What follows belongs to an exercise in optimizing a design on an open flow for small area; a production flow would make more cautious choices.
Only simulation tests tie the RTL to the original design; equivalence was not proved.
No activity file was given, so power comes from the tool's default toggle rates.

==> v8 <==
==> flow/design.v <==
package conv_pkg;
	typedef logic [$clog2(16)-1:0] col_t;    
	typedef logic [$clog2(12)-1:0] row_t;    
	typedef logic [3*(3 * 8)-1:0] column_t;    
endpackage
`timescale 1ns/1ps
module conv_window_top
(
	input  logic                                          i_sclk,
	input  logic                                          i_arst_n,
	input  logic                                          i_vsync,
	input  logic                                          i_valid,
	input  logic [(3 * 8)-1:0]                             i_tdata,
	output logic                                          o_vsync,
	output logic                                          o_hsync,
	output logic                                          o_valid,
	output logic [3*3*(3 * 8)-1:0]     o_tdata
);
	localparam int K       = 3;
	localparam int ROW_LEN = 16 - 1;                  
	localparam int CHAIN   = (K-1)*ROW_LEN + K;           
	localparam int NE      = K * K;
	localparam int CW      = $clog2(16);
	localparam int RW      = $clog2(12 + 1);
	logic [CW-1:0]          col;                          
	logic [RW-1:0]          row;
	logic                   active;                       
	logic                   first_pend;                   
	logic                   accept;
	logic                   emit;
	logic [(3 * 8)-1:0]      pix_d;                        
	logic                   shift;                        
	logic                   emit_d;
	logic                   row_first_d;
	logic                   frame_first_d;
	logic [CHAIN*(3 * 8)-1:0] chain;                      
	assign accept = i_valid && !i_vsync;
	assign emit   = accept && active && !row[0] && (row >= RW'(K-1)) && (row < RW'(12)) &&
		!col[0] && (col >= CW'(K-1));
	always_ff @(posedge i_sclk or negedge i_arst_n)
	begin
		if (!i_arst_n)
		begin
			col        <= '0;
			row        <= '0;
			active     <= 1'b0;
			first_pend <= 1'b0;
		end
		else if (i_vsync)
		begin
			col        <= '0;
			row        <= '0;
			active     <= 1'b1;
			first_pend <= 1'b1;
		end
		else
		begin
			if (i_valid)
			begin
				col <= col + 1'b1;                        
				if (col == CW'(16 - 1))
				begin
					row <= row + 1'b1;
					if (row == RW'(12 - 1))
						active <= 1'b0;                   
				end
			end
			if (emit)
				first_pend <= 1'b0;
		end
	end
	always_ff @(posedge i_sclk or negedge i_arst_n)
	begin
		if (!i_arst_n)
		begin
			emit_d        <= 1'b0;
			row_first_d   <= 1'b0;
			frame_first_d <= 1'b0;
			o_valid       <= 1'b0;
			o_hsync       <= 1'b0;
			o_vsync       <= 1'b0;
		end
		else
		begin
			emit_d        <= emit;
			row_first_d   <= emit && (col == CW'(K-1));
			frame_first_d <= emit && first_pend;
			o_valid       <= emit_d;
			o_hsync       <= row_first_d;
			o_vsync       <= frame_first_d;
		end
	end
	always_ff @(posedge i_sclk)
	begin
		pix_d <= i_tdata;
		shift <= i_valid && (col != CW'(16 - 1));
	end
	always_ff @(posedge i_sclk)
	begin
		if (shift)
		begin
			chain <= {chain[(CHAIN-1)*(3 * 8)-1:0], pix_d};
		end
	end
	always_comb
	begin
		for (int rr = 0; rr < K; rr++)
			for (int cc = 0; cc < K; cc++)
			begin
				o_tdata[2*NE*8 + (NE-1-(rr*K+cc))*8 +: 8] = chain[((K-1-rr)*ROW_LEN + (K-1-cc))*(3 * 8) + 2*8 +: 8];
				o_tdata[  NE*8 + (NE-1-(rr*K+cc))*8 +: 8] = chain[((K-1-rr)*ROW_LEN + (K-1-cc))*(3 * 8) + 8 +: 8];
				o_tdata[            (NE-1-(rr*K+cc))*8 +: 8] = chain[((K-1-rr)*ROW_LEN + (K-1-cc))*(3 * 8) + 0 +: 8];
			end
	end
endmodule
==> flow/run.sh <==
#!/bin/bash
# synth_recipe.tcl (not shown) runs the flow's synth.tcl, then flattens the netlist and writes it again
# the make line also repeats each setting of config.mk as NAME=value (left out here)
make -C /OpenROAD-flow-scripts/flow DESIGN_CONFIG=/design/flow/config.mk WORK_HOME=/design/flow/orfs CLKGATE_MAP_FILE= SYNTH_SCRIPT=/design/flow/synth_recipe.tcl finish
==> flow/config.mk <==
export PLATFORM = sky130hd
export DESIGN_NAME = conv_window_top
export DESIGN_NICKNAME = conv_window_top
export VERILOG_FILES = /design/flow/design.v
export SDC_FILE = /design/flow/constraint.sdc
export NUM_CORES = 4
export LEC_CHECK = 0
export CAP_MARGIN = 20
export CORE_MARGIN = 2
export CORE_UTILIZATION = 60
export CTS_BUF_LIST = sky130_fd_sc_hd__clkbuf_8
export SLEW_MARGIN = 20
==> flow/constraint.sdc <==
create_clock -name core_clock -period 4.0 [get_ports {i_sclk}]
set_input_delay 0.8000 -clock core_clock [delete_from_list [all_inputs] [get_ports {i_sclk}]]
set_output_delay 0.8000 -clock core_clock [all_outputs]
set_load 0.01 [all_outputs]
==> inputs of v33, as changes to v8 <==
==> flow/design.v, changed modules only <==
module conv_window_top
(
	input  logic                                          i_sclk,
	input  logic                                          i_arst_n,
	input  logic                                          i_vsync,
	input  logic                                          i_valid,
	input  logic [(3 * 8)-1:0]                             i_tdata,
	output logic                                          o_vsync,
	output logic                                          o_hsync,
	output logic                                          o_valid,
	output logic [3*3*(3 * 8)-1:0]     o_tdata
);
	localparam int K       = 3;
	localparam int ROW_LEN = 16 - 1;                  
	localparam int CHAIN   = (K-1)*ROW_LEN + K;           
	localparam int NE      = K * K;
	localparam int CW      = $clog2(16);
	localparam int RW      = $clog2(12 + 1);
	logic [CW-1:0]          col;                          
	logic [RW-1:0]          row;                          
	logic                   first_pend;                   
	logic                   accept;
	logic                   win;                          
	logic [(3 * 8)-1:0]      pix_d;                        
	logic                   shift;                        
	logic [CHAIN*(3 * 8)-1:0] chain;                      
	assign accept = i_valid && !i_vsync;
	always_ff @(posedge i_sclk or negedge i_arst_n)
	begin
		if (!i_arst_n)
			row <= RW'(12);
		else if (i_vsync)
			row <= '0;
		else if (i_valid && (col == CW'(16 - 1)) && (row != RW'(12)))
			row <= row + 1'b1;
	end
	always_ff @(posedge i_sclk)
	begin
		if (i_vsync)
		begin
			col        <= '0;
			first_pend <= 1'b1;
		end
		else
		begin
			if (i_valid)
				col <= col + 1'b1;                        
			if (win)
				first_pend <= 1'b0;
		end
	end
	always_ff @(posedge i_sclk)
	begin
		pix_d <= i_tdata;
		shift <= accept && (col != CW'(16 - 1));
	end
	assign win = shift && !row[0] && (row >= RW'(K-1)) && (row < RW'(12)) &&
		col[0] && (col >= CW'(K));
	always_ff @(posedge i_sclk or negedge i_arst_n)
	begin
		if (!i_arst_n)
		begin
			o_valid <= 1'b0;
			o_hsync <= 1'b0;
			o_vsync <= 1'b0;
		end
		else
		begin
			o_valid <= win;
			o_hsync <= win && (col == CW'(K));
			o_vsync <= win && first_pend;
		end
	end
	always_ff @(posedge i_sclk)
	begin
		if (shift)
		begin
			chain <= {chain[(CHAIN-1)*(3 * 8)-1:0], pix_d};
		end
	end
	always_comb
	begin
		for (int rr = 0; rr < K; rr++)
			for (int cc = 0; cc < K; cc++)
			begin
				o_tdata[2*NE*8 + (NE-1-(rr*K+cc))*8 +: 8] = chain[((K-1-rr)*ROW_LEN + (K-1-cc))*(3 * 8) + 2*8 +: 8];
				o_tdata[  NE*8 + (NE-1-(rr*K+cc))*8 +: 8] = chain[((K-1-rr)*ROW_LEN + (K-1-cc))*(3 * 8) + 8 +: 8];
				o_tdata[            (NE-1-(rr*K+cc))*8 +: 8] = chain[((K-1-rr)*ROW_LEN + (K-1-cc))*(3 * 8) + 0 +: 8];
			end
	end
endmodule
==> flow/flow/run.sh (new file) <==
#!/bin/bash
# Standard ORFS layout with two changes:
#  - port buffers use the smallest buffer cell
#  - CTS: clkbuf_8 only, larger sink clusters, no dummy loads
set -euo pipefail
cat >> config.mk <<'CFG'
export BUFFER_PORTS_ARGS = -buffer_cell sky130_fd_sc_hd__buf_1
export CTS_ARGS = -sink_clustering_enable -repair_clock_nets -dont_use_dummy_load -buf_list sky130_fd_sc_hd__clkbuf_8 -sink_clustering_size 20 -sink_clustering_max_diameter 60
CFG
bash standard.sh > standard.log 2>&1
==> flow/standard.sh (new file) <==
#!/bin/bash
# synth_recipe.tcl (not shown) runs the flow's synth.tcl, then flattens the netlist and writes it again
# the make line also repeats each setting of config.mk as NAME=value (left out here)
make -C /OpenROAD-flow-scripts/flow DESIGN_CONFIG=/design/flow/config.mk WORK_HOME=/design/flow/orfs CLKGATE_MAP_FILE= SYNTH_SCRIPT=/design/flow/synth_recipe.tcl "${@:-finish}"
- BUFFER_PORTS_ARGS: not set -> -buffer_cell sky130_fd_sc_hd__buf_1
- CAP_MARGIN: 20 -> 0
- CORE_UTILIZATION: 60 -> 80
- CTS_ARGS: not set -> -sink_clustering_enable -repair_clock_nets -dont_use_dummy_load -buf_list sky130_fd_sc_hd__clkbuf_8 -sink_clustering_size 20 -sink_clustering_max_diameter 60
- CTS_BUF_LIST: sky130_fd_sc_hd__clkbuf_8 -> not set
- SLEW_MARGIN: 20 -> 0
removed: flow/run.sh
==> impl_metrics.yaml <==
grt:
  grtUsageTotal_pct: 15.2
synth:
  synth_fa_ha_area_share_pct: 0.142
cells_and_area:
  numSequentialCells: 829
  multi_input_area_share_pct: 1.02
sta:
  slew_headroom_pct: 40.7
floorplan:
  n_tap_cell: 442
  start_util_pct: 81.4
route:
  met1_length_um: 11800
clock_network:
  cts_sinks: 829
setup_path:
  r2r_slack_ns: 2.06
pwr:
  seqPwrFrac_pct: 74.2
outcome:
  status: "complete, no violations"
# the run above: v33

==> impl_metrics.yaml <==
cells_and_area:
  numSequentialCells: 833
  final_area_um2: 30700
  multi_input_area_share_pct: 0.969
route:
  met1_length_um: 13000
grt:
  grtUsageTotal_pct: 13.9
outcome:
  status: "complete, no violations"
pwr:
  seqPwrFrac_pct: 60.1
sta:
  slew_violations: 0
  slew_headroom_pct: 36.5
synth:
  yosysUniqueCellTypes: 27
  synthCells: 1101
floorplan:
  n_tap_cell: 592
clock_network:
  clk_pin_slew_ns: 0.06
setup_path:
  r2r_slack_ns: 2.05
# the run above: v8

## afterwards: timing with drivers on the ports
The flow's constraints put no driver on any port. The routed layouts listed below were extracted and timed again, unchanged, in two steps.
Step 1: set_driving_cell puts a clkbuf_16 on i_sclk and a buf_2 on each other input, an assumption about the parent block.
Step 2 adds t to the input delays and takes it off the output delays; t is the mean of the earliest and latest rising clock arrival at the registers after step 1. Input paths then give back, and output paths get back, about the clock's delay inside the block.
a / b / c = ideal ports / drivers / drivers and shift; a / b = the first two.
run | t, ns | setup WS [ns] | hold slack, ns | worst setup path at the end | cell pins on the clock port's net
v8 | 0.778 | 1.494 / 1.443 / 1.646 | 0.347 / 0.347 / 0.347 | input to register | 1
v33 | 0.629 | 1.950 / 1.903 / 2.062 | 0.059 / 0.039 / 0.364 | register to register | 1
After both steps every run listed still meets setup and hold.
